What follows belongs to an exercise in optimizing a design on an open flow for small area; a production flow would make more cautious choices.
The RTL was checked by simulation tests, not by an equivalence proof against the original design.
Power and IR drop assume default switching activity.

===== design/flow/design.v =====
package spwm_pkg;
  localparam int ANGLE_W = 8;
  localparam int SPAN_W  = 12;
  localparam int TICK_W  = 16;
  localparam int PPS_W   = 8;
  localparam int PROD_W  = ANGLE_W + SPAN_W;
  localparam int S91_W   = 19;
  localparam int DEFAULT_MAX_ANGLE = 180;
  localparam logic [TICK_W-1:0] PERIOD_RST    = 16'd20000;
  localparam logic [TICK_W-1:0] MIN_PULSE_RST = 16'd500;
  localparam logic [SPAN_W-1:0] SPAN_RST      = 12'd1900;
  localparam logic [PPS_W-1:0]  PPS_RST       = 8'd50;
  localparam logic [S91_W-1:0]  S91_RST       = 19'd172900;   
  typedef enum logic [1:0] {
    CFG_PERIOD    = 2'd0,
    CFG_MIN_PULSE = 2'd1,
    CFG_SPAN      = 2'd2,
    CFG_PPS       = 2'd3
  } cfg_idx_t;
  typedef enum logic {
    FUNC_TICK = 1'b0,
    FUNC_MOVE = 1'b1
  } func_t;
endpackage
import spwm_pkg::*;
module spwm_width (
  input  logic [ANGLE_W-1:0] angle,
  input  logic [18:0]        s91,
  input  logic [TICK_W-1:0]  min_pulse,
  input  logic [TICK_W-1:0]  period_n,      
  output logic [TICK_W-1:0]  high_width_n   
);
  wire pp1, pp2, pp3, pp4, pp5, pp6, pp7, pp8, pp9, pp10, pp11, pp12, pp13, pp14, pp15, pp16, pp17, pp18, pp19, pp20, pp21, pp22, pp23, pp24, pp25, pp26, pp27, pp28, pp29, pp30, pp31, pp32, pp33, pp34, pp35, pp36, pp37, pp38, pp39, pp40, pp41, pp42, pp43, pp44, pp45, pp46, pp47, pp48, pp49, pp50, pp51, pp52, pp53, pp54, pp55, pp56, pp57, pp58, pp59, pp60, pp61, pp62, pp63, pp64, pp65, pp66, pp67, pp68, pp69, pp70, pp71, pp72, pp73, pp74, pp75, pp76, pp77, pp78, pp79, pp80, pp81, pp82, pp83, pp84, pp85, pp86, pp87, pp88, pp89, pp90, pp91, pp92, pp93, pp94, pp95, pp96, pp97, pp98, pp99, pp100, pp101, pp102, pp103, pp104, pp105, pp106, pp107, pp108, pp109, pp110, pp111, pp112, pp113, pp114, pp115, pp116, pp117, pp118, pp119, pp120, pp121, pp122, pp123, pp124, pp125, pp126, pp127, pp128, pp129, pp130, pp131, pp132, pp133, pp134, hs135, hc136, fs137, fc138, fs139, fc140, fs141, fc142, fs143, fc144, fs145, fc146, fs147, fc148, fs149, fc150, fs151, fc152, fs153, fc154, fs155, fc156, fs157, fc158, fs159, fc160, hs161, hc162, hs163, hc164, fs165, fc166, hs167, hc168, fs169, fc170, fs171, fc172, fs173, fc174, fs175, fc176, fs177, fc178, fs179, fc180, fs181, fc182, fs183, fc184, fs185, fc186, fs187, fc188, fs189, fc190, fs191, fc192, fs193, fc194, fs195, fc196, fs197, fc198, fs199, fc200, fs201, fc202, fs203, fc204, fs205, fc206, fs207, fc208, fs209, fc210, fs211, fc212, fs213, fc214, fs215, fc216, fs217, fc218, fs219, fc220, fs221, fc222, fs223, fc224, fs225, fc226, fs227, fc228, fs229, fc230, hs231, hc232, fs233, fc234, fs235, fc236, fs237, fc238, fs239, fc240, fs241, fc242, fs243, fc244, fs245, fc246, fs247, fc248, fs249, fc250, fs251, fc252, fs253, fc254, fs255, fc256, fs257, fc258, fs259, fc260, fs261, fc262, fs263, fc264, fs265, fc266, fs267, fc268, fs269, fc270, hs271, hc272, fs273, fc274, fs275, fc276, fs277, fc278, fs279, fc280, fs281, fc282, fs283, fc284, fs285, fc286, fs287, fc288, fs289, fc290, fs291, fc292, fs293, fc294, fs295, fc296, fs297, fc298, fs299, fc300, fs301, fc302, fs303, fc304, fs305, fc306, fs307, fc308, fs309, fc310, fs311, fc312, fs313, fc314;
  assign pp1 = ~(angle[0] & s91[0]);
  assign pp2 = ~(angle[0] & s91[1]);
  assign pp3 = ~(angle[0] & s91[2]);
  assign pp4 = ~(angle[0] & s91[3]);
  assign pp5 = ~(angle[0] & s91[4]);
  assign pp6 = ~(angle[0] & s91[5]);
  assign pp7 = ~(angle[0] & s91[6]);
  assign pp8 = ~(angle[0] & s91[7]);
  assign pp9 = ~(angle[0] & s91[8]);
  assign pp10 = ~(angle[0] & s91[9]);
  assign pp11 = ~(angle[0] & s91[10]);
  assign pp12 = ~(angle[0] & s91[11]);
  assign pp13 = ~(angle[0] & s91[12]);
  assign pp14 = ~(angle[0] & s91[13]);
  assign pp15 = ~(angle[0] & s91[14]);
  assign pp16 = ~(angle[0] & s91[15]);
  assign pp17 = ~(angle[0] & s91[16]);
  assign pp18 = ~(angle[0] & s91[17]);
  assign pp19 = ~(angle[0] & s91[18]);
  assign pp20 = ~(angle[1] & s91[0]);
  assign pp21 = ~(angle[1] & s91[1]);
  assign pp22 = ~(angle[1] & s91[2]);
  assign pp23 = ~(angle[1] & s91[3]);
  assign pp24 = ~(angle[1] & s91[4]);
  assign pp25 = ~(angle[1] & s91[5]);
  assign pp26 = ~(angle[1] & s91[6]);
  assign pp27 = ~(angle[1] & s91[7]);
  assign pp28 = ~(angle[1] & s91[8]);
  assign pp29 = ~(angle[1] & s91[9]);
  assign pp30 = ~(angle[1] & s91[10]);
  assign pp31 = ~(angle[1] & s91[11]);
  assign pp32 = ~(angle[1] & s91[12]);
  assign pp33 = ~(angle[1] & s91[13]);
  assign pp34 = ~(angle[1] & s91[14]);
  assign pp35 = ~(angle[1] & s91[15]);
  assign pp36 = ~(angle[1] & s91[16]);
  assign pp37 = ~(angle[1] & s91[17]);
  assign pp38 = ~(angle[1] & s91[18]);
  assign pp39 = ~(angle[2] & s91[0]);
  assign pp40 = ~(angle[2] & s91[1]);
  assign pp41 = ~(angle[2] & s91[2]);
  assign pp42 = ~(angle[2] & s91[3]);
  assign pp43 = ~(angle[2] & s91[4]);
  assign pp44 = ~(angle[2] & s91[5]);
  assign pp45 = ~(angle[2] & s91[6]);
  assign pp46 = ~(angle[2] & s91[7]);
  assign pp47 = ~(angle[2] & s91[8]);
  assign pp48 = ~(angle[2] & s91[9]);
  assign pp49 = ~(angle[2] & s91[10]);
  assign pp50 = ~(angle[2] & s91[11]);
  assign pp51 = ~(angle[2] & s91[12]);
  assign pp52 = ~(angle[2] & s91[13]);
  assign pp53 = ~(angle[2] & s91[14]);
  assign pp54 = ~(angle[2] & s91[15]);
  assign pp55 = ~(angle[2] & s91[16]);
  assign pp56 = ~(angle[2] & s91[17]);
  assign pp57 = ~(angle[2] & s91[18]);
  assign pp58 = ~(angle[3] & s91[0]);
  assign pp59 = ~(angle[3] & s91[1]);
  assign pp60 = ~(angle[3] & s91[2]);
  assign pp61 = ~(angle[3] & s91[3]);
  assign pp62 = ~(angle[3] & s91[4]);
  assign pp63 = ~(angle[3] & s91[5]);
  assign pp64 = ~(angle[3] & s91[6]);
  assign pp65 = ~(angle[3] & s91[7]);
  assign pp66 = ~(angle[3] & s91[8]);
  assign pp67 = ~(angle[3] & s91[9]);
  assign pp68 = ~(angle[3] & s91[10]);
  assign pp69 = ~(angle[3] & s91[11]);
  assign pp70 = ~(angle[3] & s91[12]);
  assign pp71 = ~(angle[3] & s91[13]);
  assign pp72 = ~(angle[3] & s91[14]);
  assign pp73 = ~(angle[3] & s91[15]);
  assign pp74 = ~(angle[3] & s91[16]);
  assign pp75 = ~(angle[3] & s91[17]);
  assign pp76 = ~(angle[3] & s91[18]);
  assign pp77 = ~(angle[4] & s91[0]);
  assign pp78 = ~(angle[4] & s91[1]);
  assign pp79 = ~(angle[4] & s91[2]);
  assign pp80 = ~(angle[4] & s91[3]);
  assign pp81 = ~(angle[4] & s91[4]);
  assign pp82 = ~(angle[4] & s91[5]);
  assign pp83 = ~(angle[4] & s91[6]);
  assign pp84 = ~(angle[4] & s91[7]);
  assign pp85 = ~(angle[4] & s91[8]);
  assign pp86 = ~(angle[4] & s91[9]);
  assign pp87 = ~(angle[4] & s91[10]);
  assign pp88 = ~(angle[4] & s91[11]);
  assign pp89 = ~(angle[4] & s91[12]);
  assign pp90 = ~(angle[4] & s91[13]);
  assign pp91 = ~(angle[4] & s91[14]);
  assign pp92 = ~(angle[4] & s91[15]);
  assign pp93 = ~(angle[4] & s91[16]);
  assign pp94 = ~(angle[4] & s91[17]);
  assign pp95 = ~(angle[4] & s91[18]);
  assign pp96 = ~(angle[5] & s91[0]);
  assign pp97 = ~(angle[5] & s91[1]);
  assign pp98 = ~(angle[5] & s91[2]);
  assign pp99 = ~(angle[5] & s91[3]);
  assign pp100 = ~(angle[5] & s91[4]);
  assign pp101 = ~(angle[5] & s91[5]);
  assign pp102 = ~(angle[5] & s91[6]);
  assign pp103 = ~(angle[5] & s91[7]);
  assign pp104 = ~(angle[5] & s91[8]);
  assign pp105 = ~(angle[5] & s91[9]);
  assign pp106 = ~(angle[5] & s91[10]);
  assign pp107 = ~(angle[5] & s91[11]);
  assign pp108 = ~(angle[5] & s91[12]);
  assign pp109 = ~(angle[5] & s91[13]);
  assign pp110 = ~(angle[5] & s91[14]);
  assign pp111 = ~(angle[5] & s91[15]);
  assign pp112 = ~(angle[5] & s91[16]);
  assign pp113 = ~(angle[5] & s91[17]);
  assign pp114 = ~(angle[5] & s91[18]);
  assign pp115 = ~(angle[6] & s91[0]);
  assign pp116 = ~((angle[7] & s91[0]) | (angle[6] & s91[1]));
  assign pp117 = ~((angle[7] & s91[1]) | (angle[6] & s91[2]));
  assign pp118 = ~((angle[7] & s91[2]) | (angle[6] & s91[3]));
  assign pp119 = ~((angle[7] & s91[3]) | (angle[6] & s91[4]));
  assign pp120 = ~((angle[7] & s91[4]) | (angle[6] & s91[5]));
  assign pp121 = ~((angle[7] & s91[5]) | (angle[6] & s91[6]));
  assign pp122 = ~((angle[7] & s91[6]) | (angle[6] & s91[7]));
  assign pp123 = ~((angle[7] & s91[7]) | (angle[6] & s91[8]));
  assign pp124 = ~((angle[7] & s91[8]) | (angle[6] & s91[9]));
  assign pp125 = ~((angle[7] & s91[9]) | (angle[6] & s91[10]));
  assign pp126 = ~((angle[7] & s91[10]) | (angle[6] & s91[11]));
  assign pp127 = ~((angle[7] & s91[11]) | (angle[6] & s91[12]));
  assign pp128 = ~((angle[7] & s91[12]) | (angle[6] & s91[13]));
  assign pp129 = ~((angle[7] & s91[13]) | (angle[6] & s91[14]));
  assign pp130 = ~((angle[7] & s91[14]) | (angle[6] & s91[15]));
  assign pp131 = ~((angle[7] & s91[15]) | (angle[6] & s91[16]));
  assign pp132 = ~((angle[7] & s91[16]) | (angle[6] & s91[17]));
  assign pp133 = ~((angle[7] & s91[17]) | (angle[6] & s91[18]));
  assign pp134 = ~(angle[7] & s91[18]);
  assign hs135 = ~(pp7 ^ pp25);
  assign hc136 = pp7 | pp25;
  spwm_fa u_fs137 (.a(pp8), .b(pp26), .ci(pp44), .s(fs137), .co(fc138));
  spwm_fa u_fs139 (.a(pp9), .b(pp27), .ci(pp45), .s(fs139), .co(fc140));
  spwm_fa u_fs141 (.a(pp10), .b(pp28), .ci(pp46), .s(fs141), .co(fc142));
  spwm_fa u_fs143 (.a(pp11), .b(pp29), .ci(pp47), .s(fs143), .co(fc144));
  spwm_fa u_fs145 (.a(pp12), .b(pp30), .ci(pp48), .s(fs145), .co(fc146));
  spwm_fa u_fs147 (.a(pp13), .b(pp31), .ci(pp49), .s(fs147), .co(fc148));
  spwm_fa u_fs149 (.a(pp14), .b(pp32), .ci(pp50), .s(fs149), .co(fc150));
  spwm_fa u_fs151 (.a(pp15), .b(pp33), .ci(pp51), .s(fs151), .co(fc152));
  spwm_fa u_fs153 (.a(pp16), .b(pp34), .ci(pp52), .s(fs153), .co(fc154));
  spwm_fa u_fs155 (.a(pp17), .b(pp35), .ci(pp53), .s(fs155), .co(fc156));
  spwm_fa u_fs157 (.a(pp18), .b(pp36), .ci(pp54), .s(fs157), .co(fc158));
  spwm_fa u_fs159 (.a(pp19), .b(pp37), .ci(pp55), .s(fs159), .co(fc160));
  assign hs161 = ~(pp38 ^ pp56);
  assign hc162 = pp38 | pp56;
  assign hs163 = ~(pp5 ^ pp23);
  assign hc164 = pp5 | pp23;
  spwm_fa u_fs165 (.a(pp6), .b(pp24), .ci(pp42), .s(fs165), .co(fc166));
  assign hs167 = ~(pp60 ^ pp78);
  assign hc168 = pp60 | pp78;
  spwm_fa u_fs169 (.a(pp43), .b(pp61), .ci(pp79), .s(fs169), .co(fc170));
  spwm_fa u_fs171 (.a(pp97), .b(pp115), .ci(hs135), .s(fs171), .co(fc172));
  spwm_fa u_fs173 (.a(pp62), .b(pp80), .ci(pp98), .s(fs173), .co(fc174));
  spwm_fa u_fs175 (.a(pp116), .b(fs137), .ci(hc136), .s(fs175), .co(fc176));
  spwm_fa u_fs177 (.a(pp63), .b(pp81), .ci(pp99), .s(fs177), .co(fc178));
  spwm_fa u_fs179 (.a(pp117), .b(fs139), .ci(fc138), .s(fs179), .co(fc180));
  spwm_fa u_fs181 (.a(pp64), .b(pp82), .ci(pp100), .s(fs181), .co(fc182));
  spwm_fa u_fs183 (.a(pp118), .b(fs141), .ci(fc140), .s(fs183), .co(fc184));
  spwm_fa u_fs185 (.a(pp65), .b(pp83), .ci(pp101), .s(fs185), .co(fc186));
  spwm_fa u_fs187 (.a(pp119), .b(fs143), .ci(fc142), .s(fs187), .co(fc188));
  spwm_fa u_fs189 (.a(pp66), .b(pp84), .ci(pp102), .s(fs189), .co(fc190));
  spwm_fa u_fs191 (.a(pp120), .b(fs145), .ci(fc144), .s(fs191), .co(fc192));
  spwm_fa u_fs193 (.a(pp67), .b(pp85), .ci(pp103), .s(fs193), .co(fc194));
  spwm_fa u_fs195 (.a(pp121), .b(fs147), .ci(fc146), .s(fs195), .co(fc196));
  spwm_fa u_fs197 (.a(pp68), .b(pp86), .ci(pp104), .s(fs197), .co(fc198));
  spwm_fa u_fs199 (.a(pp122), .b(fs149), .ci(fc148), .s(fs199), .co(fc200));
  spwm_fa u_fs201 (.a(pp69), .b(pp87), .ci(pp105), .s(fs201), .co(fc202));
  spwm_fa u_fs203 (.a(pp123), .b(fs151), .ci(fc150), .s(fs203), .co(fc204));
  spwm_fa u_fs205 (.a(pp70), .b(pp88), .ci(pp106), .s(fs205), .co(fc206));
  spwm_fa u_fs207 (.a(pp124), .b(fs153), .ci(fc152), .s(fs207), .co(fc208));
  spwm_fa u_fs209 (.a(pp71), .b(pp89), .ci(pp107), .s(fs209), .co(fc210));
  spwm_fa u_fs211 (.a(pp125), .b(fs155), .ci(fc154), .s(fs211), .co(fc212));
  spwm_fa u_fs213 (.a(pp72), .b(pp90), .ci(pp108), .s(fs213), .co(fc214));
  spwm_fa u_fs215 (.a(pp126), .b(fs157), .ci(fc156), .s(fs215), .co(fc216));
  spwm_fa u_fs217 (.a(pp73), .b(pp91), .ci(pp109), .s(fs217), .co(fc218));
  spwm_fa u_fs219 (.a(pp127), .b(fs159), .ci(fc158), .s(fs219), .co(fc220));
  spwm_fa u_fs221 (.a(pp74), .b(pp92), .ci(pp110), .s(fs221), .co(fc222));
  spwm_fa u_fs223 (.a(pp128), .b(hs161), .ci(fc160), .s(fs223), .co(fc224));
  spwm_fa u_fs225 (.a(pp57), .b(pp75), .ci(pp93), .s(fs225), .co(fc226));
  spwm_fa u_fs227 (.a(pp111), .b(pp129), .ci(hc162), .s(fs227), .co(fc228));
  spwm_fa u_fs229 (.a(pp76), .b(pp94), .ci(pp112), .s(fs229), .co(fc230));
  assign hs231 = ~(pp4 ^ pp22);
  assign hc232 = pp4 | pp22;
  spwm_fa u_fs233 (.a(pp41), .b(pp59), .ci(pp77), .s(fs233), .co(fc234));
  spwm_fa u_fs235 (.a(pp96), .b(fs165), .ci(hs167), .s(fs235), .co(fc236));
  spwm_fa u_fs237 (.a(fs169), .b(fs171), .ci(fc166), .s(fs237), .co(fc238));
  spwm_fa u_fs239 (.a(fs173), .b(fs175), .ci(fc170), .s(fs239), .co(fc240));
  spwm_fa u_fs241 (.a(fs177), .b(fs179), .ci(fc174), .s(fs241), .co(fc242));
  spwm_fa u_fs243 (.a(fs181), .b(fs183), .ci(fc178), .s(fs243), .co(fc244));
  spwm_fa u_fs245 (.a(fs185), .b(fs187), .ci(fc182), .s(fs245), .co(fc246));
  spwm_fa u_fs247 (.a(fs189), .b(fs191), .ci(fc186), .s(fs247), .co(fc248));
  spwm_fa u_fs249 (.a(fs193), .b(fs195), .ci(fc190), .s(fs249), .co(fc250));
  spwm_fa u_fs251 (.a(fs197), .b(fs199), .ci(fc194), .s(fs251), .co(fc252));
  spwm_fa u_fs253 (.a(fs201), .b(fs203), .ci(fc198), .s(fs253), .co(fc254));
  spwm_fa u_fs255 (.a(fs205), .b(fs207), .ci(fc202), .s(fs255), .co(fc256));
  spwm_fa u_fs257 (.a(fs209), .b(fs211), .ci(fc206), .s(fs257), .co(fc258));
  spwm_fa u_fs259 (.a(fs213), .b(fs215), .ci(fc210), .s(fs259), .co(fc260));
  spwm_fa u_fs261 (.a(fs217), .b(fs219), .ci(fc214), .s(fs261), .co(fc262));
  spwm_fa u_fs263 (.a(fs221), .b(fs223), .ci(fc218), .s(fs263), .co(fc264));
  spwm_fa u_fs265 (.a(fs225), .b(fs227), .ci(fc222), .s(fs265), .co(fc266));
  spwm_fa u_fs267 (.a(pp130), .b(fs229), .ci(fc226), .s(fs267), .co(fc268));
  spwm_fa u_fs269 (.a(pp95), .b(pp113), .ci(pp131), .s(fs269), .co(fc270));
  assign hs271 = ~(pp3 ^ pp21);
  assign hc272 = pp3 | pp21;
  spwm_fa u_fs273 (.a(pp40), .b(pp58), .ci(hs231), .s(fs273), .co(fc274));
  spwm_fa u_fs275 (.a(hs163), .b(fs233), .ci(hc232), .s(fs275), .co(fc276));
  spwm_fa u_fs277 (.a(hc164), .b(fs235), .ci(fc234), .s(fs277), .co(fc278));
  spwm_fa u_fs279 (.a(hc168), .b(fs237), .ci(fc236), .s(fs279), .co(fc280));
  spwm_fa u_fs281 (.a(fc172), .b(fs239), .ci(fc238), .s(fs281), .co(fc282));
  spwm_fa u_fs283 (.a(fc176), .b(fs241), .ci(fc240), .s(fs283), .co(fc284));
  spwm_fa u_fs285 (.a(fc180), .b(fs243), .ci(fc242), .s(fs285), .co(fc286));
  spwm_fa u_fs287 (.a(fc184), .b(fs245), .ci(fc244), .s(fs287), .co(fc288));
  spwm_fa u_fs289 (.a(fc188), .b(fs247), .ci(fc246), .s(fs289), .co(fc290));
  spwm_fa u_fs291 (.a(fc192), .b(fs249), .ci(fc248), .s(fs291), .co(fc292));
  spwm_fa u_fs293 (.a(fc196), .b(fs251), .ci(fc250), .s(fs293), .co(fc294));
  spwm_fa u_fs295 (.a(fc200), .b(fs253), .ci(fc252), .s(fs295), .co(fc296));
  spwm_fa u_fs297 (.a(fc204), .b(fs255), .ci(fc254), .s(fs297), .co(fc298));
  spwm_fa u_fs299 (.a(fc208), .b(fs257), .ci(fc256), .s(fs299), .co(fc300));
  spwm_fa u_fs301 (.a(fc212), .b(fs259), .ci(fc258), .s(fs301), .co(fc302));
  spwm_fa u_fs303 (.a(fc216), .b(fs261), .ci(fc260), .s(fs303), .co(fc304));
  spwm_fa u_fs305 (.a(fc220), .b(fs263), .ci(fc262), .s(fs305), .co(fc306));
  spwm_fa u_fs307 (.a(fc224), .b(fs265), .ci(fc264), .s(fs307), .co(fc308));
  spwm_fa u_fs309 (.a(fc228), .b(fs267), .ci(fc266), .s(fs309), .co(fc310));
  spwm_fa u_fs311 (.a(fc230), .b(fs269), .ci(fc268), .s(fs311), .co(fc312));
  spwm_fa u_fs313 (.a(pp114), .b(pp132), .ci(fc270), .s(fs313), .co(fc314));
  wire [25:0] ra = {~pp134, ~pp133, ~fs313, ~fs311, ~fs309, ~fs307, ~fs305, ~fs303, ~fs301, ~fs299, ~fs297, ~fs295, ~fs293, ~fs291, ~fs289, ~fs287, ~fs285, ~fs283, ~fs281, ~fs279, ~fs277, ~fs275, ~fs273, ~pp39, ~pp2, ~pp1};
  wire [25:0] rb = {1'b0, ~fc314, ~fc312, ~fc310, ~fc308, ~fc306, ~fc304, ~fc302, ~fc300, ~fc298, ~fc296, ~fc294, ~fc292, ~fc290, ~fc288, ~fc286, ~fc284, ~fc282, ~fc280, ~fc278, ~fc276, ~fc274, ~hc272, ~hs271, ~pp20, 1'b0};
  wire [26:0] v;
  wire vag0_0 = ra[0] & rb[0];
  wire vap0_0 = ra[0] ^ rb[0];
  wire vag1_1 = ra[1] & rb[1];
  wire vap1_1 = ra[1] ^ rb[1];
  wire vag2_2 = ra[2] & rb[2];
  wire vap2_2 = ra[2] ^ rb[2];
  wire vag3_3 = ra[3] & rb[3];
  wire vap3_3 = ra[3] ^ rb[3];
  wire vag4_4 = ra[4] & rb[4];
  wire vap4_4 = ra[4] ^ rb[4];
  wire vag5_5 = ra[5] & rb[5];
  wire vap5_5 = ra[5] ^ rb[5];
  wire vag6_6 = ra[6] & rb[6];
  wire vap6_6 = ra[6] ^ rb[6];
  wire vag7_7 = ra[7] & rb[7];
  wire vap7_7 = ra[7] ^ rb[7];
  wire vag8_8 = ra[8] & rb[8];
  wire vap8_8 = ra[8] ^ rb[8];
  wire vag9_9 = ra[9] & rb[9];
  wire vap9_9 = ra[9] ^ rb[9];
  wire vag10_10 = ra[10] & rb[10];
  wire vap10_10 = ra[10] ^ rb[10];
  wire vag11_11 = ra[11] & rb[11];
  wire vap11_11 = ra[11] ^ rb[11];
  wire vag12_12 = ra[12] & rb[12];
  wire vap12_12 = ra[12] ^ rb[12];
  wire vag13_13 = ra[13] & rb[13];
  wire vap13_13 = ra[13] ^ rb[13];
  wire vag14_14 = ra[14] & rb[14];
  wire vap14_14 = ra[14] ^ rb[14];
  wire vag15_15 = ra[15] & rb[15];
  wire vap15_15 = ra[15] ^ rb[15];
  wire vag16_16 = ra[16] & rb[16];
  wire vap16_16 = ra[16] ^ rb[16];
  wire vag17_17 = ra[17] & rb[17];
  wire vap17_17 = ra[17] ^ rb[17];
  wire vag18_18 = ra[18] & rb[18];
  wire vap18_18 = ra[18] ^ rb[18];
  wire vag19_19 = ra[19] & rb[19];
  wire vap19_19 = ra[19] ^ rb[19];
  wire vag20_20 = ra[20] & rb[20];
  wire vap20_20 = ra[20] ^ rb[20];
  wire vag21_21 = ra[21] & rb[21];
  wire vap21_21 = ra[21] ^ rb[21];
  wire vag22_22 = ra[22] & rb[22];
  wire vap22_22 = ra[22] ^ rb[22];
  wire vag23_23 = ra[23] & rb[23];
  wire vap23_23 = ra[23] ^ rb[23];
  wire vag24_24 = ra[24] & rb[24];
  wire vap24_24 = ra[24] ^ rb[24];
  wire vag25_25 = ra[25] & rb[25];
  wire vap25_25 = ra[25] ^ rb[25];
  wire vag0_1 = vag1_1 | (vap1_1 & vag0_0);
  wire vap0_1 = vap1_1 & vap0_0;
  wire vag2_3 = vag3_3 | (vap3_3 & vag2_2);
  wire vap2_3 = vap3_3 & vap2_2;
  wire vag4_5 = vag5_5 | (vap5_5 & vag4_4);
  wire vap4_5 = vap5_5 & vap4_4;
  wire vag6_7 = vag7_7 | (vap7_7 & vag6_6);
  wire vap6_7 = vap7_7 & vap6_6;
  wire vag8_9 = vag9_9 | (vap9_9 & vag8_8);
  wire vap8_9 = vap9_9 & vap8_8;
  wire vag10_11 = vag11_11 | (vap11_11 & vag10_10);
  wire vap10_11 = vap11_11 & vap10_10;
  wire vag12_13 = vag13_13 | (vap13_13 & vag12_12);
  wire vap12_13 = vap13_13 & vap12_12;
  wire vag14_15 = vag15_15 | (vap15_15 & vag14_14);
  wire vap14_15 = vap15_15 & vap14_14;
  wire vag16_17 = vag17_17 | (vap17_17 & vag16_16);
  wire vap16_17 = vap17_17 & vap16_16;
  wire vag18_19 = vag19_19 | (vap19_19 & vag18_18);
  wire vap18_19 = vap19_19 & vap18_18;
  wire vag20_21 = vag21_21 | (vap21_21 & vag20_20);
  wire vap20_21 = vap21_21 & vap20_20;
  wire vag22_23 = vag23_23 | (vap23_23 & vag22_22);
  wire vap22_23 = vap23_23 & vap22_22;
  wire vag24_25 = vag25_25 | (vap25_25 & vag24_24);
  wire vap24_25 = vap25_25 & vap24_24;
  wire vag0_3 = vag2_3 | (vap2_3 & vag0_1);
  wire vap0_3 = vap2_3 & vap0_1;
  wire vag4_7 = vag6_7 | (vap6_7 & vag4_5);
  wire vap4_7 = vap6_7 & vap4_5;
  wire vag8_11 = vag10_11 | (vap10_11 & vag8_9);
  wire vap8_11 = vap10_11 & vap8_9;
  wire vag12_15 = vag14_15 | (vap14_15 & vag12_13);
  wire vap12_15 = vap14_15 & vap12_13;
  wire vag16_19 = vag18_19 | (vap18_19 & vag16_17);
  wire vap16_19 = vap18_19 & vap16_17;
  wire vag20_23 = vag22_23 | (vap22_23 & vag20_21);
  wire vap20_23 = vap22_23 & vap20_21;
  wire vag0_7 = vag4_7 | (vap4_7 & vag0_3);
  wire vap0_7 = vap4_7 & vap0_3;
  wire vag8_15 = vag12_15 | (vap12_15 & vag8_11);
  wire vap8_15 = vap12_15 & vap8_11;
  wire vag16_23 = vag20_23 | (vap20_23 & vag16_19);
  wire vap16_23 = vap20_23 & vap16_19;
  wire vag0_15 = vag8_15 | (vap8_15 & vag0_7);
  wire vap0_15 = vap8_15 & vap0_7;
  wire vag0_23 = vag16_23 | (vap16_23 & vag0_15);
  wire vap0_23 = vap16_23 & vap0_15;
  wire vag0_11 = vag8_11 | (vap8_11 & vag0_7);
  wire vap0_11 = vap8_11 & vap0_7;
  wire vag0_19 = vag16_19 | (vap16_19 & vag0_15);
  wire vap0_19 = vap16_19 & vap0_15;
  wire vag0_5 = vag4_5 | (vap4_5 & vag0_3);
  wire vap0_5 = vap4_5 & vap0_3;
  wire vag0_9 = vag8_9 | (vap8_9 & vag0_7);
  wire vap0_9 = vap8_9 & vap0_7;
  wire vag0_13 = vag12_13 | (vap12_13 & vag0_11);
  wire vap0_13 = vap12_13 & vap0_11;
  wire vag0_17 = vag16_17 | (vap16_17 & vag0_15);
  wire vap0_17 = vap16_17 & vap0_15;
  wire vag0_21 = vag20_21 | (vap20_21 & vag0_19);
  wire vap0_21 = vap20_21 & vap0_19;
  wire vag0_25 = vag24_25 | (vap24_25 & vag0_23);
  wire vap0_25 = vap24_25 & vap0_23;
  wire vag0_2 = vag2_2 | (vap2_2 & vag0_1);
  wire vap0_2 = vap2_2 & vap0_1;
  wire vag0_4 = vag4_4 | (vap4_4 & vag0_3);
  wire vap0_4 = vap4_4 & vap0_3;
  wire vag0_6 = vag6_6 | (vap6_6 & vag0_5);
  wire vap0_6 = vap6_6 & vap0_5;
  wire vag0_8 = vag8_8 | (vap8_8 & vag0_7);
  wire vap0_8 = vap8_8 & vap0_7;
  wire vag0_10 = vag10_10 | (vap10_10 & vag0_9);
  wire vap0_10 = vap10_10 & vap0_9;
  wire vag0_12 = vag12_12 | (vap12_12 & vag0_11);
  wire vap0_12 = vap12_12 & vap0_11;
  wire vag0_14 = vag14_14 | (vap14_14 & vag0_13);
  wire vap0_14 = vap14_14 & vap0_13;
  wire vag0_16 = vag16_16 | (vap16_16 & vag0_15);
  wire vap0_16 = vap16_16 & vap0_15;
  wire vag0_18 = vag18_18 | (vap18_18 & vag0_17);
  wire vap0_18 = vap18_18 & vap0_17;
  wire vag0_20 = vag20_20 | (vap20_20 & vag0_19);
  wire vap0_20 = vap20_20 & vap0_19;
  wire vag0_22 = vag22_22 | (vap22_22 & vag0_21);
  wire vap0_22 = vap22_22 & vap0_21;
  wire vag0_24 = vag24_24 | (vap24_24 & vag0_23);
  wire vap0_24 = vap24_24 & vap0_23;
  assign v = {vag0_25, vap25_25 ^ vag0_24, vap24_24 ^ vag0_23, vap23_23 ^ vag0_22, vap22_22 ^ vag0_21, vap21_21 ^ vag0_20, vap20_20 ^ vag0_19, vap19_19 ^ vag0_18, vap18_18 ^ vag0_17, vap17_17 ^ vag0_16, vap16_16 ^ vag0_15, vap15_15 ^ vag0_14, vap14_14 ^ vag0_13, vap13_13 ^ vag0_12, vap12_12 ^ vag0_11, vap11_11 ^ vag0_10, vap10_10 ^ vag0_9, vap9_9 ^ vag0_8, vap8_8 ^ vag0_7, vap7_7 ^ vag0_6, vap6_6 ^ vag0_5, vap5_5 ^ vag0_4, vap4_4 ^ vag0_3, vap3_3 ^ vag0_2, vap2_2 ^ vag0_1, vap1_1 ^ vag0_0, vap0_0 ^ 1'b0};
  wire [11:0] h = v[25:14];
  wire [11:0] l = v[13:2];
  wire [11:0] g1 = h & l;
  wire [11:0] p1 = h | l;
  wire [5:0]  g2, p2;
  wire [2:0]  g3, p3;
  for (genvar k = 0; k < 6; k++) begin : g_t2
    assign g2[k] = g1[2*k+1] | (p1[2*k+1] & g1[2*k]);
    assign p2[k] = p1[2*k+1] & p1[2*k];
  end
  for (genvar k = 0; k < 3; k++) begin : g_t3
    assign g3[k] = g2[2*k+1] | (p2[2*k+1] & g2[2*k]);
    assign p3[k] = p2[2*k+1] & p2[2*k];
  end
  wire c = g3[2] | (p3[2] & (g3[1] | (p3[1] & (g3[0] | p3[0]))));
  wire [16:0] sum;
  wire sag0_0 = min_pulse[0] & h[0];
  wire sap0_0 = min_pulse[0] ^ h[0];
  wire sag1_1 = min_pulse[1] & h[1];
  wire sap1_1 = min_pulse[1] ^ h[1];
  wire sag2_2 = min_pulse[2] & h[2];
  wire sap2_2 = min_pulse[2] ^ h[2];
  wire sag3_3 = min_pulse[3] & h[3];
  wire sap3_3 = min_pulse[3] ^ h[3];
  wire sag4_4 = min_pulse[4] & h[4];
  wire sap4_4 = min_pulse[4] ^ h[4];
  wire sag5_5 = min_pulse[5] & h[5];
  wire sap5_5 = min_pulse[5] ^ h[5];
  wire sag6_6 = min_pulse[6] & h[6];
  wire sap6_6 = min_pulse[6] ^ h[6];
  wire sag7_7 = min_pulse[7] & h[7];
  wire sap7_7 = min_pulse[7] ^ h[7];
  wire sag8_8 = min_pulse[8] & h[8];
  wire sap8_8 = min_pulse[8] ^ h[8];
  wire sag9_9 = min_pulse[9] & h[9];
  wire sap9_9 = min_pulse[9] ^ h[9];
  wire sag10_10 = min_pulse[10] & h[10];
  wire sap10_10 = min_pulse[10] ^ h[10];
  wire sag11_11 = min_pulse[11] & h[11];
  wire sap11_11 = min_pulse[11] ^ h[11];
  wire sag12_12 = min_pulse[12] & 1'b0;
  wire sap12_12 = min_pulse[12] ^ 1'b0;
  wire sag13_13 = min_pulse[13] & 1'b0;
  wire sap13_13 = min_pulse[13] ^ 1'b0;
  wire sag14_14 = min_pulse[14] & 1'b0;
  wire sap14_14 = min_pulse[14] ^ 1'b0;
  wire sag15_15 = min_pulse[15] & 1'b0;
  wire sap15_15 = min_pulse[15] ^ 1'b0;
  wire sag0_1 = sag1_1 | (sap1_1 & sag0_0);
  wire sap0_1 = sap1_1 & sap0_0;
  wire sag2_3 = sag3_3 | (sap3_3 & sag2_2);
  wire sap2_3 = sap3_3 & sap2_2;
  wire sag4_5 = sag5_5 | (sap5_5 & sag4_4);
  wire sap4_5 = sap5_5 & sap4_4;
  wire sag6_7 = sag7_7 | (sap7_7 & sag6_6);
  wire sap6_7 = sap7_7 & sap6_6;
  wire sag8_9 = sag9_9 | (sap9_9 & sag8_8);
  wire sap8_9 = sap9_9 & sap8_8;
  wire sag10_11 = sag11_11 | (sap11_11 & sag10_10);
  wire sap10_11 = sap11_11 & sap10_10;
  wire sag12_13 = sag13_13 | (sap13_13 & sag12_12);
  wire sap12_13 = sap13_13 & sap12_12;
  wire sag14_15 = sag15_15 | (sap15_15 & sag14_14);
  wire sap14_15 = sap15_15 & sap14_14;
  wire sag0_3 = sag2_3 | (sap2_3 & sag0_1);
  wire sap0_3 = sap2_3 & sap0_1;
  wire sag4_7 = sag6_7 | (sap6_7 & sag4_5);
  wire sap4_7 = sap6_7 & sap4_5;
  wire sag8_11 = sag10_11 | (sap10_11 & sag8_9);
  wire sap8_11 = sap10_11 & sap8_9;
  wire sag12_15 = sag14_15 | (sap14_15 & sag12_13);
  wire sap12_15 = sap14_15 & sap12_13;
  wire sag0_7 = sag4_7 | (sap4_7 & sag0_3);
  wire sap0_7 = sap4_7 & sap0_3;
  wire sag8_15 = sag12_15 | (sap12_15 & sag8_11);
  wire sap8_15 = sap12_15 & sap8_11;
  wire sag0_15 = sag8_15 | (sap8_15 & sag0_7);
  wire sap0_15 = sap8_15 & sap0_7;
  wire sag0_11 = sag8_11 | (sap8_11 & sag0_7);
  wire sap0_11 = sap8_11 & sap0_7;
  wire sag0_5 = sag4_5 | (sap4_5 & sag0_3);
  wire sap0_5 = sap4_5 & sap0_3;
  wire sag0_9 = sag8_9 | (sap8_9 & sag0_7);
  wire sap0_9 = sap8_9 & sap0_7;
  wire sag0_13 = sag12_13 | (sap12_13 & sag0_11);
  wire sap0_13 = sap12_13 & sap0_11;
  wire sag0_2 = sag2_2 | (sap2_2 & sag0_1);
  wire sap0_2 = sap2_2 & sap0_1;
  wire sag0_4 = sag4_4 | (sap4_4 & sag0_3);
  wire sap0_4 = sap4_4 & sap0_3;
  wire sag0_6 = sag6_6 | (sap6_6 & sag0_5);
  wire sap0_6 = sap6_6 & sap0_5;
  wire sag0_8 = sag8_8 | (sap8_8 & sag0_7);
  wire sap0_8 = sap8_8 & sap0_7;
  wire sag0_10 = sag10_10 | (sap10_10 & sag0_9);
  wire sap0_10 = sap10_10 & sap0_9;
  wire sag0_12 = sag12_12 | (sap12_12 & sag0_11);
  wire sap0_12 = sap12_12 & sap0_11;
  wire sag0_14 = sag14_14 | (sap14_14 & sag0_13);
  wire sap0_14 = sap14_14 & sap0_13;
  assign sum = {(sag0_15 | (sap0_15 & c)), sap15_15 ^ (sag0_14 | (sap0_14 & c)), sap14_14 ^ (sag0_13 | (sap0_13 & c)), sap13_13 ^ (sag0_12 | (sap0_12 & c)), sap12_12 ^ (sag0_11 | (sap0_11 & c)), sap11_11 ^ (sag0_10 | (sap0_10 & c)), sap10_10 ^ (sag0_9 | (sap0_9 & c)), sap9_9 ^ (sag0_8 | (sap0_8 & c)), sap8_8 ^ (sag0_7 | (sap0_7 & c)), sap7_7 ^ (sag0_6 | (sap0_6 & c)), sap6_6 ^ (sag0_5 | (sap0_5 & c)), sap5_5 ^ (sag0_4 | (sap0_4 & c)), sap4_4 ^ (sag0_3 | (sap0_3 & c)), sap3_3 ^ (sag0_2 | (sap0_2 & c)), sap2_2 ^ (sag0_1 | (sap0_1 & c)), sap1_1 ^ (sag0_0 | (sap0_0 & c)), sap0_0 ^ c};
  wire [16:0] rs;
  wire [16:0] rc;
  spwm_ha u_room0 (.a(period_n[0]), .b(min_pulse[0]), .s(rs[0]), .co(rc[1]));
  for (genvar k = 1; k < 16; k++) begin : g_room
    spwm_fa u_room (.a(period_n[k]), .b(min_pulse[k]), .ci(rc[k]), .s(rs[k]), .co(rc[k+1]));
  end
  assign rs[16] = rc[16];
  wire        room_neg = rs[16];
  wire        room_big = ~&rs[15:12];
  wire [12:0] gt;
  assign gt[0] = 1'b0;
  for (genvar k = 0; k < 12; k++) begin : g_gt
    assign gt[k+1] = (h[k] & rs[k]) | (h[k] & gt[k]) | (rs[k] & gt[k]);
  end
  wire        h_gt = gt[12];
  wire        h_eq = &(h ^ rs[11:0]);
  wire        over = room_neg | (!room_big & (h_gt | (c & h_eq)));
  assign high_width_n = over ? period_n : ~sum[15:0];
endmodule
module spwm_fa (
  input  logic a,
  input  logic b,
  input  logic ci,
  output logic s,
  output logic co
);
  assign s  = a ^ b ^ ci;
  assign co = (a & b) | (ci & (a ^ b));
endmodule
module spwm_ha (
  input  logic a,
  input  logic b,
  output logic s,
  output logic co
);
  assign s  = a ^ b;
  assign co = a & b;
endmodule
module spwm_maj (
  input  logic a,
  input  logic b,
  input  logic c,
  output logic y
);
  assign y = (a & b) | (a & c) | (b & c);
endmodule
import spwm_pkg::*;
module servo_pwm_sweep_generator (
  input  logic        clk,
  input  logic        rst_n,
  input  logic        in_tvalid,
  output logic        in_tready,
  input  logic [15:0] in_tdata,
  input  logic        in_tuser,
  output logic        out_tvalid,
  input  logic        out_tready,
  output logic [15:0] out_tdata,
  input  logic        cfg_valid,
  output logic        cfg_ready,
  input  logic [1:0]  cfg_index,
  input  logic [15:0] cfg_data
);
  function automatic logic [7:0] step8(input logic [7:0] a, input logic up,
                                       input logic en);
    logic [7:0] r;
    logic       c;
    integer     i;
    begin
      c = en;
      for (i = 0; i < 8; i = i + 1) begin
        r[i] = a[i] ^ c;
        c    = c & ~(a[i] ^ up);
      end
      step8 = r;
    end
  endfunction
  function automatic logic [7:0] clamp180(input logic [7:0] x);
    logic gt;
    begin
      gt = x[7] & (x[6] | (x[5] & x[4] & (x[3] | (x[2] & (x[1] | x[0])))));
      clamp180 = gt ? 8'd180 : x;
    end
  endfunction
  logic [S91_W-1:0] s91_new;
  wire ts1, tc2, ts3, tc4, ts5, tc6, ts7, tc8, ts9, tc10, ts11, tc12;
  wire ts13, tc14, ts15, tc16, ts17, tc18, ts19, tc20, ts21, tc22, ts23, tc24;
  wire ts25, tc26, ts27, tc28, ts29, tc30, ts31, tc32, ts33, tc34, ts35, tc36;
  wire ts37, tc38, ts39, tc40, ts41, tc42, ts43, tc44, ts45, tc46, ts47, tc48;
  wire ts49, tc50, ts51, tc52, ts53, tc54, ts55, tc56, ts57, tc58, ts59, tc60;
  wire ts61, tc62, ts63, tc64, ts65, tc66, ts67, tc68, ts69, tc70, ts71, tc72;
  wire ts73, tc74, ts75, tc76, ts77, tc78, ts79, tc80, ts81, tc82, ts83, tc84;
  wire ts85, tc86, ts87, tc88, ts89, tc90, ts91, tc92, ts93, tc94, ts95, tc96;
  spwm_ha u_ts1 (.a(cfg_data[0]), .b(cfg_data[2]), .s(ts1), .co(tc2));
  spwm_fa u_ts3 (.a(cfg_data[1]), .b(cfg_data[3]), .ci(cfg_data[4]), .s(ts3), .co(tc4));
  spwm_fa u_ts5 (.a(cfg_data[2]), .b(cfg_data[4]), .ci(cfg_data[5]), .s(ts5), .co(tc6));
  spwm_fa u_ts7 (.a(cfg_data[3]), .b(cfg_data[5]), .ci(cfg_data[6]), .s(ts7), .co(tc8));
  spwm_fa u_ts9 (.a(cfg_data[4]), .b(cfg_data[6]), .ci(cfg_data[7]), .s(ts9), .co(tc10));
  spwm_fa u_ts11 (.a(cfg_data[5]), .b(cfg_data[7]), .ci(cfg_data[8]), .s(ts11), .co(tc12));
  spwm_ha u_ts13 (.a(cfg_data[6]), .b(cfg_data[8]), .s(ts13), .co(tc14));
  spwm_ha u_ts15 (.a(cfg_data[0]), .b(cfg_data[1]), .s(ts15), .co(tc16));
  spwm_fa u_ts17 (.a(cfg_data[1]), .b(cfg_data[2]), .ci(cfg_data[4]), .s(ts17), .co(tc18));
  spwm_fa u_ts19 (.a(cfg_data[3]), .b(cfg_data[5]), .ci(cfg_data[6]), .s(ts19), .co(tc20));
  spwm_fa u_ts21 (.a(cfg_data[6]), .b(cfg_data[7]), .ci(ts3), .s(ts21), .co(tc22));
  spwm_fa u_ts23 (.a(cfg_data[7]), .b(cfg_data[8]), .ci(ts5), .s(ts23), .co(tc24));
  spwm_fa u_ts25 (.a(cfg_data[8]), .b(cfg_data[9]), .ci(ts7), .s(ts25), .co(tc26));
  spwm_fa u_ts27 (.a(cfg_data[9]), .b(cfg_data[10]), .ci(ts9), .s(ts27), .co(tc28));
  spwm_fa u_ts29 (.a(cfg_data[10]), .b(cfg_data[11]), .ci(ts11), .s(ts29), .co(tc30));
  spwm_fa u_ts31 (.a(cfg_data[9]), .b(cfg_data[11]), .ci(ts13), .s(ts31), .co(tc32));
  spwm_fa u_ts33 (.a(cfg_data[7]), .b(cfg_data[9]), .ci(cfg_data[10]), .s(ts33), .co(tc34));
  spwm_ha u_ts35 (.a(cfg_data[8]), .b(cfg_data[10]), .s(ts35), .co(tc36));
  spwm_ha u_ts37 (.a(cfg_data[0]), .b(cfg_data[2]), .s(ts37), .co(tc38));
  spwm_fa u_ts39 (.a(cfg_data[3]), .b(cfg_data[4]), .ci(ts15), .s(ts39), .co(tc40));
  spwm_fa u_ts41 (.a(cfg_data[5]), .b(ts17), .ci(tc16), .s(ts41), .co(tc42));
  spwm_fa u_ts43 (.a(ts1), .b(ts19), .ci(tc18), .s(ts43), .co(tc44));
  spwm_fa u_ts45 (.a(tc2), .b(ts21), .ci(tc20), .s(ts45), .co(tc46));
  spwm_fa u_ts47 (.a(tc4), .b(ts23), .ci(tc22), .s(ts47), .co(tc48));
  spwm_fa u_ts49 (.a(tc6), .b(ts25), .ci(tc24), .s(ts49), .co(tc50));
  spwm_fa u_ts51 (.a(tc8), .b(ts27), .ci(tc26), .s(ts51), .co(tc52));
  spwm_fa u_ts53 (.a(tc10), .b(ts29), .ci(tc28), .s(ts53), .co(tc54));
  spwm_fa u_ts55 (.a(tc12), .b(ts31), .ci(tc30), .s(ts55), .co(tc56));
  spwm_fa u_ts57 (.a(tc14), .b(ts33), .ci(tc32), .s(ts57), .co(tc58));
  spwm_fa u_ts59 (.a(cfg_data[11]), .b(ts35), .ci(tc34), .s(ts59), .co(tc60));
  spwm_fa u_ts61 (.a(cfg_data[9]), .b(cfg_data[11]), .ci(tc36), .s(ts61), .co(tc62));
  spwm_ha u_ts63 (.a(cfg_data[0]), .b(cfg_data[1]), .s(ts63), .co(tc64));
  spwm_fa u_ts65 (.a(cfg_data[1]), .b(cfg_data[2]), .ci(tc64), .s(ts65), .co(tc66));
  spwm_fa u_ts67 (.a(cfg_data[3]), .b(ts37), .ci(tc66), .s(ts67), .co(tc68));
  spwm_fa u_ts69 (.a(ts39), .b(tc38), .ci(tc68), .s(ts69), .co(tc70));
  spwm_fa u_ts71 (.a(ts41), .b(tc40), .ci(tc70), .s(ts71), .co(tc72));
  spwm_fa u_ts73 (.a(ts43), .b(tc42), .ci(tc72), .s(ts73), .co(tc74));
  spwm_fa u_ts75 (.a(ts45), .b(tc44), .ci(tc74), .s(ts75), .co(tc76));
  spwm_fa u_ts77 (.a(ts47), .b(tc46), .ci(tc76), .s(ts77), .co(tc78));
  spwm_fa u_ts79 (.a(ts49), .b(tc48), .ci(tc78), .s(ts79), .co(tc80));
  spwm_fa u_ts81 (.a(ts51), .b(tc50), .ci(tc80), .s(ts81), .co(tc82));
  spwm_fa u_ts83 (.a(ts53), .b(tc52), .ci(tc82), .s(ts83), .co(tc84));
  spwm_fa u_ts85 (.a(ts55), .b(tc54), .ci(tc84), .s(ts85), .co(tc86));
  spwm_fa u_ts87 (.a(ts57), .b(tc56), .ci(tc86), .s(ts87), .co(tc88));
  spwm_fa u_ts89 (.a(ts59), .b(tc58), .ci(tc88), .s(ts89), .co(tc90));
  spwm_fa u_ts91 (.a(ts61), .b(tc60), .ci(tc90), .s(ts91), .co(tc92));
  spwm_fa u_ts93 (.a(cfg_data[10]), .b(tc62), .ci(tc92), .s(ts93), .co(tc94));
  spwm_ha u_ts95 (.a(cfg_data[11]), .b(tc94), .s(ts95), .co(tc96));
  assign s91_new = {tc96, ts95, ts93, ts91, ts89, ts87, ts85, ts83, ts81, ts79, ts77, ts75, ts73, ts71, ts69, ts67, ts65, ts63, cfg_data[0]};
  logic [TICK_W-1:0]  period_n, min_pulse_r;
  logic [S91_W-1:0]   s91_r;      
  logic [PPS_W-1:0]   pps_n;
  logic [TICK_W-1:0]  tick_r;
  logic [PPS_W-1:0]   pcount_r;
  logic [ANGLE_W-1:0] angle_r, goal_n;
  logic [TICK_W-1:0]  width_n;
  logic               moving_r;
  logic               out_valid_r, pin_r, reject_r, stepped_r;
  logic               up_r;       
  logic               in_acc, is_move, move_ok, tick_mv;
  logic [ANGLE_W-1:0] start_cl, target_cl, a_step, a_load, shown;
  logic [TICK_W:0]    tick_inc;
  logic [PPS_W-1:0]   pcount_inc;
  logic               wrap, pwrap, at_goal, up, step, stop;
  logic [TICK_W-1:0]  new_width_n;
  logic               pin_lt;
  assign cfg_ready  = 1'b1;
  assign in_tready  = !out_valid_r || out_tready;
  assign in_acc     = in_tvalid && in_tready;
  assign is_move    = in_tuser;
  assign move_ok    = is_move && !moving_r;
  assign tick_mv    = !is_move && moving_r;
  assign start_cl   = clamp180(in_tdata[7:0]);
  assign target_cl  = clamp180(in_tdata[15:8]);
  logic [TICK_W:0] tick_cy;
  logic [PPS_W:0]  pcount_cy;
  assign tick_inc[0]   = ~tick_r[0];
  assign tick_cy[1]    = tick_r[0];
  assign pcount_inc[0] = ~pcount_r[0];
  assign pcount_cy[1]  = pcount_r[0];
  for (genvar i = 1; i < TICK_W; i++) begin : g_tick_inc
    spwm_ha u_ha (.a(tick_r[i]), .b(tick_cy[i]), .s(tick_inc[i]), .co(tick_cy[i+1]));
  end
  assign tick_inc[TICK_W] = tick_cy[TICK_W];
  for (genvar i = 1; i < PPS_W; i++) begin : g_pcount_inc
    spwm_ha u_ha (.a(pcount_r[i]), .b(pcount_cy[i]), .s(pcount_inc[i]), .co(pcount_cy[i+1]));
  end
  logic [TICK_W:1]    wrap_nb, pin_nb;
  logic [PPS_W:1]     pwrap_nb;
  logic [ANGLE_W:1]   up_nb;
  logic [ANGLE_W-1:0] target_n;
  assign wrap_nb[1]  = tick_inc[0] | period_n[0];
  assign pin_nb[1]   = tick_r[0] | width_n[0];
  assign pwrap_nb[1] = pcount_inc[0] | pps_n[0];
  assign up_nb[1]    = start_cl[0] | target_n[0];
  for (genvar i = 1; i < TICK_W; i++) begin : g_cmp16
    spwm_maj u_wrap (.a(tick_inc[i]), .b(period_n[i]), .c(wrap_nb[i]), .y(wrap_nb[i+1]));
    spwm_maj u_pin  (.a(tick_r[i]),   .b(width_n[i]),  .c(pin_nb[i]),  .y(pin_nb[i+1]));
  end
  for (genvar i = 1; i < PPS_W; i++) begin : g_cmp8
    spwm_maj u_pwrap (.a(pcount_inc[i]), .b(pps_n[i]),  .c(pwrap_nb[i]), .y(pwrap_nb[i+1]));
    spwm_maj u_up    (.a(start_cl[i]),   .b(target_n[i]), .c(up_nb[i]),  .y(up_nb[i+1]));
  end
  assign wrap       = tick_inc[TICK_W] | wrap_nb[TICK_W];
  assign pwrap      = pwrap_nb[PPS_W];
  assign pin_lt     = ~pin_nb[TICK_W];
  assign at_goal    = &(angle_r ^ goal_n);
  assign target_n   = ~target_cl;
  assign up         = up_r;
  assign step       = tick_mv && wrap && pwrap && !at_goal;
  assign stop       = tick_mv && wrap && pwrap && at_goal;
  assign a_step     = step8(angle_r, up, 1'b1);
  assign a_load     = is_move ? start_cl : a_step;
  spwm_width u_width (
    .angle      (a_load),
    .s91        (s91_r),
    .min_pulse  (min_pulse_r),
    .period_n   (period_n),
    .high_width_n (new_width_n)
  );
  always_ff @(posedge clk) begin
    if (!rst_n) begin
      period_n    <= ~PERIOD_RST;
      min_pulse_r <= MIN_PULSE_RST;
      s91_r       <= S91_RST;
      pps_n       <= ~PPS_RST;
    end else if (cfg_valid) begin
      case (cfg_index)
        CFG_PERIOD:    period_n    <= ~cfg_data;
        CFG_MIN_PULSE: min_pulse_r <= cfg_data;
        CFG_SPAN:      s91_r       <= s91_new;
        default:       pps_n       <= ~cfg_data[PPS_W-1:0];
      endcase
    end
  end
  always_ff @(posedge clk) begin
    if (!rst_n) begin
      moving_r    <= 1'b0;
      angle_r     <= '0;
      out_valid_r <= 1'b0;
    end else begin
      out_valid_r <= in_acc || (out_valid_r && !out_tready);
      if (in_acc) begin
        if (move_ok) begin
          moving_r <= 1'b1;
          angle_r  <= start_cl;
        end else if (stop) begin
          moving_r <= 1'b0;
        end else if (step) begin
          angle_r  <= a_step;
        end
      end
    end
  end
  always_ff @(posedge clk) begin
    if (in_acc) begin
      if (move_ok) begin
        goal_n   <= target_n;
        up_r     <= ~up_nb[ANGLE_W];
        tick_r   <= '0;
        pcount_r <= '0;
      end else if (tick_mv) begin
        if (wrap) begin
          tick_r   <= '0;
          pcount_r <= pwrap ? '0 : pcount_inc;
        end else begin
          tick_r   <= tick_inc[TICK_W-1:0];
        end
      end
      if (move_ok || step) width_n <= new_width_n;
      pin_r     <= tick_mv && pin_lt;
      reject_r  <= is_move && moving_r;
      stepped_r <= step;
    end
  end
  assign shown = step8(angle_r, !up_r, stepped_r);
  assign out_tvalid = out_valid_r;
  assign out_tdata  = {5'b0, reject_r, moving_r, shown, pin_r};
endmodule

===== design/flow/flow/run.sh =====
#!/bin/bash
# The standard layout, with the port buffers that buffer_ports puts on every
# input and output made the smallest buffer cell. Each tool's full output goes
# to a log file of its own in this folder (ORFS's own step logs stay under
# orfs/logs/).
set -euo pipefail
export BUFFER_PORTS_ARGS="-buffer_cell sky130_fd_sc_hd__buf_1"
bash standard.sh finish > standard_flow.log 2>&1

===== design/flow/standard.sh =====
#!/bin/bash
# synth_recipe.tcl (not shown) runs the flow's synth.tcl, then flattens the netlist and writes it again
# the make line also repeats each setting of config.mk as NAME=value (left out here)
make -C /OpenROAD-flow-scripts/flow DESIGN_CONFIG=/design/flow/config.mk WORK_HOME=/design/flow/orfs CLKGATE_MAP_FILE= SYNTH_SCRIPT=/design/flow/synth_recipe.tcl "${@:-finish}"

===== design/flow/config.mk =====
export PLATFORM = sky130hd
export DESIGN_NAME = servo_pwm_sweep_generator
export DESIGN_NICKNAME = servo_pwm_sweep_generator
export VERILOG_FILES = /design/flow/design.v
export SDC_FILE = /design/flow/constraint.sdc
export NUM_CORES = 4
export LEC_CHECK = 0
export CAP_MARGIN = 20
export CORE_MARGIN = 2
export CORE_UTILIZATION = 65
export CTS_BUF_LIST = sky130_fd_sc_hd__clkbuf_8
export SLEW_MARGIN = 20
export SYNTH_HIERARCHICAL = 1

===== design/flow/constraint.sdc =====
create_clock -name core_clock -period 12.0 [get_ports {clk}]
set_input_delay 2.4000 -clock core_clock [delete_from_list [all_inputs] [get_ports {clk}]]
set_output_delay 2.4000 -clock core_clock [all_outputs]
set_load 0.01 [all_outputs]

==> results of run 1 <==
registers in the layout, indices dropped and copies added (netlist names):
name,cells
width_n,16
stepped_r,1
min_pulse_r,16
reject_r,1
pps_n,8
tick_r,16
pin_r,1
up_r,1
period_n,16
goal_n,8
out_valid_r,1
pcount_r,8
angle_r,8
s91_r,19
moving_r,1
logic make-up (layout without fill, tap and decap cells):
kind of cell,after synthesis,count (layout),synth area share
AND/OR/NAND/NOR,399,399,0.150
adder cells (fa/ha/maj),285,285,0.388
AO/OA/AOI/OAI,211,211,0.120
buffers and inverters,161,183,0.0570
flip-flops,121,121,0.245
XOR/XNOR,41,41,0.0318
multiplexers,8,8,0.00698
other,2,6,0.000626
cells in the final DEF (no fill, tap or decap), drive strengths merged, types with 5 or more instances in the layout:
master,netlist,layout
a211oi,11,11
a21o,16,16
a21oi,63,63
a22oi,19,19
a31oi,8,8
and2,41,41
and3,5,5
buf,27,64
clkbuf,47,17
conb,2,6
dfxtp,69,69
edfxtp,52,52
fa,153,153
ha,85,85
inv,86,96
maj3,47,47
mux2i,5,5
nand2,218,218
nand2b,12,12
nand3,19,19
nand4,9,9
nor2,59,59
nor2b,5,5
nor3,12,12
o211ai,26,26
o21a,8,8
o21ai,32,32
o22ai,5,5
xnor2,24,24
xor2,17,17
Yosys stat by module, one instance, submodules excluded:
module | flip-flops and latches | area (um^2)
spwm_fa | 0 | 20.0
spwm_ha | 0 | 12.5
servo_pwm_sweep_generator | 121 | 5150
spwm_maj | 0 | 11.3
spwm_width | 0 | 3180
power by group through the flow:
stage	combinational [uW]	sequential, uW	clock, uW
after CTS	2930	594	366
final	2930	593	361
after global routing	3290	599	382
after floorplan	2290	575	0
after detailed placement	2900	603	0
after global placement	2850	601	0
synthesized netlist by cell type (14+ instances only):
master    count
nor2_1       59
a22oi_1      19
maj3_2       45
ha_1         85
buf_4        14
nand2_1     218
clkbuf_1     46
xnor2_1      21
a21oi_1      62
o21ai_0      28
edfxtp_1     52
and2_1       40
o211ai_1     25
dfxtp_1      69
fa_1        153
a21o_1       15
xor2_1       17
nand3_1      18
inv_1        86
area by class of cell:
class / count / area [um^2] / share of cell area
multi-input cells: 950 / 8410 / 0.665
flip-flops and latches: 121 / 2940 / 0.233
inverters: 87 / 327 / 0.0258
repair buffers: 64 / 289 / 0.0229
well taps: 229 / 287 / 0.0227
clock buffers: 17 / 234 / 0.0185
clock inverters: 15 / 151 / 0.0120
worst paths after layout:
path                      end  slack (ns)  depth (start not counted)
setup / recovery  width_n[12]        1.58                         30
hold / removal       pps_n[2]        0.51                          2
setup reg to reg  width_n[12]        2.91                         28
hold reg to reg      pps_n[2]        0.51                          2
critical path, delay by kind of cell:
kind / cells / cell delay, ns
AO/OA/AOI/OAI: 18 / 4.54
adder cells (fa/ha/maj): 6 / 2.90
buffers and inverters: 3 / 0.39
AND/OR/NAND/NOR: 3 / 0.34
stage by stage:
stage / cell area [um^2] / setup slack, ns / cells / util / hold WS [ns]
floorplan: 12000 / 1.79 / 1232 / - / 0.435
global placement: 12200 / 1.29 / 1450 / 0.679 / 0.463
detailed placement: 12200 / 1.11 / 1450 / 0.679 / 0.473
CTS: 12600 / 1.59 / 1482 / 0.701 / 0.502
global route: 12600 / 0.888 / 1483 / 0.701 / 0.524
finish: 12600 / 1.58 / 1483 / 0.701 / 0.506
per-layer routing:
metal / up-vias / global-route usage
li1: 4180 / -
met1: 4301 / 0.416
met2: 254 / 0.464
met3: 40 / 0.0448
met4: 0 / 0.0889
met5: - / 0
==> summary.md, run 1 <==
| Metric | Value |
|---|---|
| Status | complete, no violations |
| FILL cells | between 1k and 1.5k |
| Max Fanout on Critical Path | 19 |
| Min-Delay Path Class | flip-flop to flip-flop |
| Asr flop ratio synth | 0 |
| Sw Share | 0.490 |
| Flop pwr share | 0.153 |
| DRT Pass-1 Iters | 5 |
| Clock power share | 0.093 |
| Post-DRT Antenna Nets | 0 |
| Worst Setup Start Kind | input port |
| Crit path top cell by count | fa_1 |
| Clock slew at reported path FFs | 0.09 ns |
| Initial antenna violation count | 0 |
| Largest net degree at the start of global routing | 35 |
| Share of layout cells above drive strength 1 | 0.0965 |
| Initial core utilization | 0.666 |
| CTS sink cnt | between 100 and 150 |
| GP Congestion | roughly 0.9 |
| Longest Clk Path Bufs | 2 |
| WL final | about 27000 um |
| Post-synth EDFFs | 52 |
| Pleak | roughly 0.005 uW |
| Port bufs | 52 |
| Num ports | 59 |
| Slowest stage delay, CP | ~0.58 ns |
| First-pass GRT wire length | between 40000 and 50000 um |
| Post-Synthesis Cells | 1228 |
| WS Path Type | input port to flip-flop |
| Slew @ Worst Pin | ~1.1 ns |
| Crit path time final | roughly 10 ns |
| Pwr Total | between 3000 and 4000 uW |
| Final #Nets | around 1.5k |
| Post-DP HPWL | around 21000 um |
| Clk root buf | clkbuf_8 |
| DRC Markers | 0 |
| Final Hold Fails | 0 |
| Hold_sp | pps_n[2] |
| Routed vias | slightly below 9k |
| Peak Freq | just under 0.1 GHz |
| Htree depth | 4 |
| Worst-Skew Late Latency | 0.45 ns |
| Top cells by area, synth | fa_1 26%, edfxtp_1 13%, dfxtp_1 12%, ha_1 8.9%, nand2_1 6.8% |
| Post-CTS sizing | 0 |
| Tot GR Track Use | 0.291 |
| MaxCap Viol Count | 0 |
| Internal | 1980 uW |
| Total CTS buffers | 17 |
| Die Ht | 140 um |
| Inserted Diodes | 0 |
| Via-per-instance ratio | between 5 and 6 |
| Max IR drop VDD | ~0.23 mV |
| Reg2reg start | angle_r[0] |
| Die width | approximately 140 um |
| Postcts setup bufs | 0 |
| Crit-path slowest cell | fa_1 |
| Final TNS setup | 0 ns |
| Synthesized area per cell | 9.77 um^2 |
| Power Dens Cells | slightly above 300 nW/um^2 |
| Top_reg_cell synth | dfxtp_1 |
| Post-Syn Area | ~12000 um^2 |
| Vias in the first global route | between 8k and 9k |
| Max Used Layer | met4 |
| Iter 0 DRT Violations | 722 |
| Sw power | about 1900 uW |
| Final Max Slew Viols | 0 |
| RSZ-0062 raised after global routing | false |
| Avg WL per Cell | 18.2 um |
| Rel. slew slack | 0.289 |
| Final Setup Violations | 0 |
| Yosys warns | 7 |
| # hold bufs at CTS | 0 |
| Setup Skew | approximately 0.014 ns |
| Worst setup EP type | flip-flop |
| Sequential element share of the synthesized area | 0.245 |
| Total congestion overflow | 0 |
| WP data arrival | approximately 11 ns |
| Die ar. | 19600 um^2 |
| Synth area leader | fa_1 |
| Area Overhead vs Synth | 5.34% |
| Share of the synthesized area in the top cell type | 0.255 |
| Distinct cells, synth | ~80 |
| CP required | about 12 ns |
| Met3 routed WL | around 1400 um |
| CTS tree | built |
| WL met1 | ~12000 um |
| DR WL met2 | 12900 um |
| Fin crit share | 0.868 |
| Synth Register Bits | 121 |
| Placeable core area | ~18000 um^2 |
| Comb pwr share | 0.754 |
| Worst Setup SP | in_tdata[2] |
| Rows | slightly below 50 |
==> run 2: changes to the inputs <==
--- a/design/flow/design.v
+++ b/design/flow/design.v
@@ -571,14 +571,13 @@
   function automatic logic [7:0] step8(input logic [7:0] a, input logic up,
                                        input logic en);
-    logic [7:0] r;
-    logic       c;
+    logic [7:0] t;
+    logic [7:0] c;
     integer     i;
     begin
-      c = en;
-      for (i = 0; i < 8; i = i + 1) begin
-        r[i] = a[i] ^ c;
-        c    = c & ~(a[i] ^ up);
-      end
-      step8 = r;
+      t = a ^ {8{~up}};
+      c[0] = en;
+      for (i = 1; i < 8; i = i + 1)
+        c[i] = c[i-1] & t[i-1];
+      step8 = a ^ c;
     end
   endfunction
@@ -587,5 +586,6 @@
     begin
       gt = x[7] & (x[6] | (x[5] & x[4] & (x[3] | (x[2] & (x[1] | x[0])))));
-      clamp180 = gt ? 8'd180 : x;
+      clamp180 = {x[7], x[6] & ~gt, x[5] | gt, x[4] | gt,
+                  x[3] & ~gt, x[2] | gt, x[1] & ~gt, x[0] & ~gt};
     end
   endfunction
--- a/design/flow/config.mk
+++ b/design/flow/config.mk
@@ -10,4 +10,6 @@
 export CORE_UTILIZATION = 65
 export CTS_BUF_LIST = sky130_fd_sc_hd__clkbuf_8
+export GPL_TIMING_DRIVEN = 0
 export SLEW_MARGIN = 20
 export SYNTH_HIERARCHICAL = 1
+export TNS_END_PERCENT = 0
==> summary.md, run 2 <==
| Metric | Value |
|---|---|
| Sw Share | 0.491 |
| RSZ-0062 raised after global routing | false |
| Worst setup EP type | flip-flop |
| Num ports | 59 |
| Top cells by area, synth | fa_1 26%, edfxtp_1 13%, dfxtp_1 12%, ha_1 8.9%, nand2_1 6.9% |
| CTS sink cnt | approximately 120 |
| Final Setup Violations | 0 |
| Rel. slew slack | 0.476 |
| WP data arrival | roughly 11 ns |
| Final Max Slew Viols | 0 |
| Final Cell Area | between 10000 and 15000 um^2 |
| Setup Skew | 0.0181 ns |
| WL final | between 20000 and 30000 um |
| Iter 0 DRT Violations | approximately 740 |
| Largest net degree at the start of global routing | 26 |
| Die Ht | 140 um |
| Routed vias | 9001 |
| Share of the synthesized area in the top cell type | 0.256 |
| Longest Clk Path Bufs | 2 |
| Max Fanout on Critical Path | 10 |
| Crit path top cell by count | fa_1 |
| Power Dens Cells | 303 nW/um^2 |
| Sw power | about 1900 uW |
| First-pass GRT wire length | 46100 um |
| Clock slew at reported path FFs | approximately 0.09 ns |
| Crit path time final | 11.29 ns |
| Final #Nets | 1585 |
| Pleak | around 0.0052 uW |
| Tot GR Track Use | 0.301 |
| Slowest stage delay, CP | about 0.61 ns |
| CTS tree | built |
| Die width | about 140 um |
| Post-DRT Antenna Nets | 0 |
| Min-Delay Path Class | flip-flop to flip-flop |
| Area Overhead vs Synth | 7.35% |
| Distinct cells, synth | 73 |
| Htree depth | 4 |
| Slew @ Worst Pin | between 0.7 and 0.8 ns |
| Final TNS setup | 0 ns |
| Final Hold Fails | 0 |
| Crit-path slowest cell | fa_1 |
| Via-per-instance ratio | 5.81 |
| Post-Synthesis Cells | about 1.2k |
| Comb pwr share | 0.763 |
| Sequential element share of the synthesized area | 0.246 |
| Count leader, synth | nand2_1 |
| Post-DP HPWL | 22700 um |
| WS Path Type | input port to flip-flop |
| Status | complete, no violations |
-- run 2: per-layer routing --
layer	up-vias	GRT usage	part of all wire
met4	0	0.0926	0.023
met2	261	0.475	0.47
li1	4303	-	-
met5	-	0	0
met1	4391	0.423	0.45
met3	46	0.0623	0.058
-- run 2: kinds of logic after synthesis --
family | Yosys count | synth area share
AND/OR/NAND/NOR | 403 | 0.150
buffers and inverters | 162 | 0.0566
multiplexers | 8 | 0.00702
flip-flops | 121 | 0.246
adder cells (fa/ha/maj) | 285 | 0.389
other | 2 | 0.000629
AO/OA/AOI/OAI | 208 | 0.117
XOR/XNOR | 43 | 0.0334
-- run 2: repair_timing --
| action | in CTS | in global routing |
|---|---|---|
| hold buffers | 0 | 0 |
| hold endpoints to repair | 0 | 0 |
| buffers inserted | 0 | 0 |
| gates resized for setup | 0 | 4 |
| setup endpoints to repair | 0 | 2 |
-- run 2: per-stage QoR --
| stage | instances | util | setup slack, ns | power [uW] |
|---|---|---|---|---|
| after global placement | 1516 | 0.690 | 0.337 | 3430 |
| after global routing | 1549 | 0.712 | 0.0342 | 4270 |
| after CTS | 1549 | 0.712 | 0.679 | 3870 |
| final | 1549 | 0.712 | 0.714 | 3880 |
| after floorplan | 1236 | - | 1.79 | 2830 |
| after detailed placement | 1517 | 0.691 | 0.287 | 3500 |
-- run 2: modules after synthesis (local to each module, per instance) --
module                     flip-flops and latches  copies in the design  area (um^2)  cells inside
spwm_ha                                         0                    30         12.5             1
servo_pwm_sweep_generator                     121                     1         5090           518
spwm_width                                      0                     1         3180           500
spwm_fa                                         0                   140         20.0             1
spwm_maj                                        0                    44         11.3             1
-- run 2: final timing paths --
path / slack (ns) / to / start / depth (start not counted)
worst max-delay path: 0.71 / width_n[12] / in_tdata[2] / 31
worst min register to register: 0.46 / s91_r[14] / s91_r[14] / 2
worst max register to register: 2.04 / width_n[12] / angle_r[3] / 32
worst min-delay path: 0.46 / s91_r[14] / s91_r[14] / 2
-- run 2: critical path: cells and delay by family --
kind,cells,cell delay (ns)
and+or+nand+nor,2,0.24
buffers and inverters,4,0.94
adders and majority gates,6,2.99
AOI/OAI and AO/OA,19,4.86
-- run 2: area by class of cell --
cell class / count / area [um^2] / share of cell area
Clock inverter: 15 / 134 / 0.0104
Buffer: 74 / 349 / 0.0272
Clock buffer: 17 / 234 / 0.0182
Tap cell: 229 / 287 / 0.0223
Sequential cell: 121 / 2940 / 0.229
Multi-Input combinational cell: 953 / 8350 / 0.651
Inverter: 88 / 330 / 0.0258
Timing Repair Buffer: 52 / 199 / 0.0155
-- run 2: power groups by stage --
stage | clock (uW) | combinational [uW] | sequential [uW]
5_1_grt | 376 | 3320 | 578
3_3_place_gp | 0 | 2850 | 581
2_1_floorplan | 0 | 2260 | 573
4_1_cts | 354 | 2940 | 572
6_report | 350 | 2960 | 572
3_5_place_dp | 0 | 2920 | 582

## afterwards: timing with drivers on the ports
In the flow no input, the clock included, has a driving cell. The finished layouts below were timed again as built, in two steps.
Step 1 assumes that a clkbuf_16 drives the clock port and a buf_2 every other input.
Step 2 times the ports against the registers' clock, not the clock port: input delays grow and output delays shrink by t, the midpoint of the rising clock arrivals with the driver on.
Slacks: ideal / step 1 / step 2; pairs: ideal / step 1.
run | shift t [ns] | setup slack, ns
run 1 | 0.489 | 1.584 / 1.605 / 1.116
run 2 | 0.477 | 0.714 / 0.733 / 0.257
After both steps setup and hold are still met in every run listed.
